This design comes from an exercise in tuning for small area on the open sky130 flow, not from production work.
Only simulation tests tie the RTL to the original design; equivalence was not proved.
The clock port is modelled as an ideal driver; clocking choices that lean on that would not hold on a real chip.
No activity file was given, so power comes from the tool's default toggle rates.

Design risc16_top, start of the top module:
module risc16_top
(
    input  logic        clk,
    input  logic        rst,
    input  logic [15:0] mem_rdata_i,
    output logic [7:0]  mem_addr_o,
    output logic [15:0] mem_wdata_o,
    output logic        mem_wr_o
);
clock: 8.0 ns
lec_check: 0
cap_margin: 20
core_margin: 2
core_utilization: 75
slew_margin: 20
synth_hierarchical: 1
synth_minimum_keep_size: 0
standard.sh (not shown) runs the stock make flow with config.mk's settings and CLKGATE_MAP_FILE= SYNTH_SCRIPT=/design/flow/synth_recipe.tcl, a recipe that flattens the netlist after the stock synthesis.
==> flow/flow/run.sh <==
#!/bin/bash
# Standard ORFS layout with three changes: ports are buffered with the smallest
# buffer, clock tree synthesis uses larger sink clusters without dummy loads,
# and after CTS logic cells with spare slack are downsized.
set -euo pipefail
bash standard.sh \
  "BUFFER_PORTS_ARGS=-buffer_cell sky130_fd_sc_hd__buf_1" \
  "CTS_ARGS=-sink_clustering_enable -repair_clock_nets -dont_use_dummy_load -sink_clustering_size 32 -sink_clustering_max_diameter 150 -root_buf sky130_fd_sc_hd__clkbuf_4 -tree_buf sky130_fd_sc_hd__clkbuf_4" \
  "POST_CTS_TCL=$PWD/flow/post_cts.tcl" \
  finish > orfs_make.log 2>&1
Other scripts of this flow, unchanged in this note and not shown: flow/flow/downsize.tcl, flow/flow/post_cts.tcl
Edit:
--- a/flow/flow/run.sh
+++ b/flow/flow/run.sh
@@ -7,3 +7,3 @@
   "BUFFER_PORTS_ARGS=-buffer_cell sky130_fd_sc_hd__buf_1" \
-  "CTS_ARGS=-sink_clustering_enable -repair_clock_nets -dont_use_dummy_load -sink_clustering_size 32 -sink_clustering_max_diameter 150 -root_buf sky130_fd_sc_hd__clkbuf_4 -tree_buf sky130_fd_sc_hd__clkbuf_4" \
+  "CTS_ARGS=-sink_clustering_enable -repair_clock_nets -dont_use_dummy_load -sink_clustering_size 34 -sink_clustering_max_diameter 150 -root_buf sky130_fd_sc_hd__clkbuf_4 -tree_buf sky130_fd_sc_hd__clkbuf_4" \
   "POST_CTS_TCL=$PWD/flow/post_cts.tcl" \
Result: Fmax climbs by 1.8%; worst setup slack improves by 120 ps; global-route usage drops by 0.19 points; cell area drops by 0.30%; via count is about the same.
Edit:
- CORE_UTILIZATION: 75 -> 80
- PLACE_DENSITY: default -> 0.85
Result:
- The new run never finished: it broke off in 4_1_cts
- area after synthesis is unchanged
- synthesized cell count is unchanged

* * *

run C:
Starting RTL as in the previous note.
export LEC_CHECK = 0
export CAP_MARGIN = 20
export CORE_MARGIN = 2
export CORE_UTILIZATION = 70
export PLACE_DENSITY = 0.75
export SLEW_MARGIN = 20
export SYNTH_HIERARCHICAL = 1
export SYNTH_MINIMUM_KEEP_SIZE = 0
create_clock -name core_clock -period 8.0 [get_ports {clk}]
==> flow/flow/run.sh <==
#!/bin/bash
# Standard ORFS layout with three changes: ports are buffered with the smallest
# buffer, clock tree synthesis uses larger sink clusters without dummy loads,
# and after CTS logic cells with spare slack are downsized.
set -euo pipefail
bash standard.sh \
  "BUFFER_PORTS_ARGS=-buffer_cell sky130_fd_sc_hd__buf_1" \
  "CTS_ARGS=-sink_clustering_enable -repair_clock_nets -dont_use_dummy_load -sink_clustering_size 34 -sink_clustering_max_diameter 150 -root_buf sky130_fd_sc_hd__clkbuf_4 -tree_buf sky130_fd_sc_hd__clkbuf_4" \
  "POST_CTS_TCL=$PWD/flow/post_cts.tcl" \
  finish > orfs_make.log 2>&1
Other scripts of this flow, unchanged in this note and not shown: flow/flow/downsize.tcl, flow/flow/post_cts.tcl
The inputs of run B differ from those of run C as listed below.
Settings: CORE_UTILIZATION changed from 70 to 80; PLACE_DENSITY changed from 0.75 to 0.85.
-- flow/flow/run.sh --
<<< run C, line 8
  "CTS_ARGS=-sink_clustering_enable -repair_clock_nets -dont_use_dummy_load -sink_clustering_size 34 -sink_clustering_max_diameter 150 -root_buf sky130_fd_sc_hd__clkbuf_4 -tree_buf sky130_fd_sc_hd__clkbuf_4" \
>>> run B, line 8
  "CTS_ARGS=-sink_clustering_enable -repair_clock_nets -dont_use_dummy_load -sink_clustering_size 36 -sink_clustering_max_diameter 150 -root_buf sky130_fd_sc_hd__clkbuf_4 -tree_buf sky130_fd_sc_hd__clkbuf_4" \
## What came out
Going from run C to run B, time the worst path needs with I/O delays and setup higher; worst hold margin saw a decrease; setup slack went down by 0.32 ns. Run C → run B: combinational share of power increased 0.3 points, clock buffer instance count of the final layout held, die area shows a reduction of about 12%. Compared with run C, run B degrades setup slack at placement. Compared with run C, in run B net switching power up 0.031 mW; clock power up about 3%. Diff run C -> run B: row count has decreased; top-level port count barely changed.

## afterwards: timing with drivers on the ports
The results above use ideal ports. As a check the final layouts listed here were re-extracted and re-timed, cells and wires unchanged.
Step 1 sets driving cells, clkbuf_16 on the clock port and buf_2 on the other inputs (assumed; they add their load-dependent delay and slew).
Step 2, shift: input delay + t, output delay - t, t = (earliest + latest rising clock arrival at the registers) / 2. This alone moves slack from input paths to output paths.
Three values: no drivers, after step 1, after step 2; two values: the first two.
run | t, ns | setup slack, ns | worst data-port slew with drivers (ns)
the first run of note 1 | 0.650 | 1.397 / 1.360 / 2.010 | 0.06
the second run of note 1 | 0.629 | 1.513 / 1.479 / 2.107 | 0.06
run C | 0.613 | 1.473 / 1.442 / 2.055 | 0.06
run B | 0.634 | 1.158 / 1.118 / 1.752 | 0.05
After both steps every run listed still meets setup and hold.
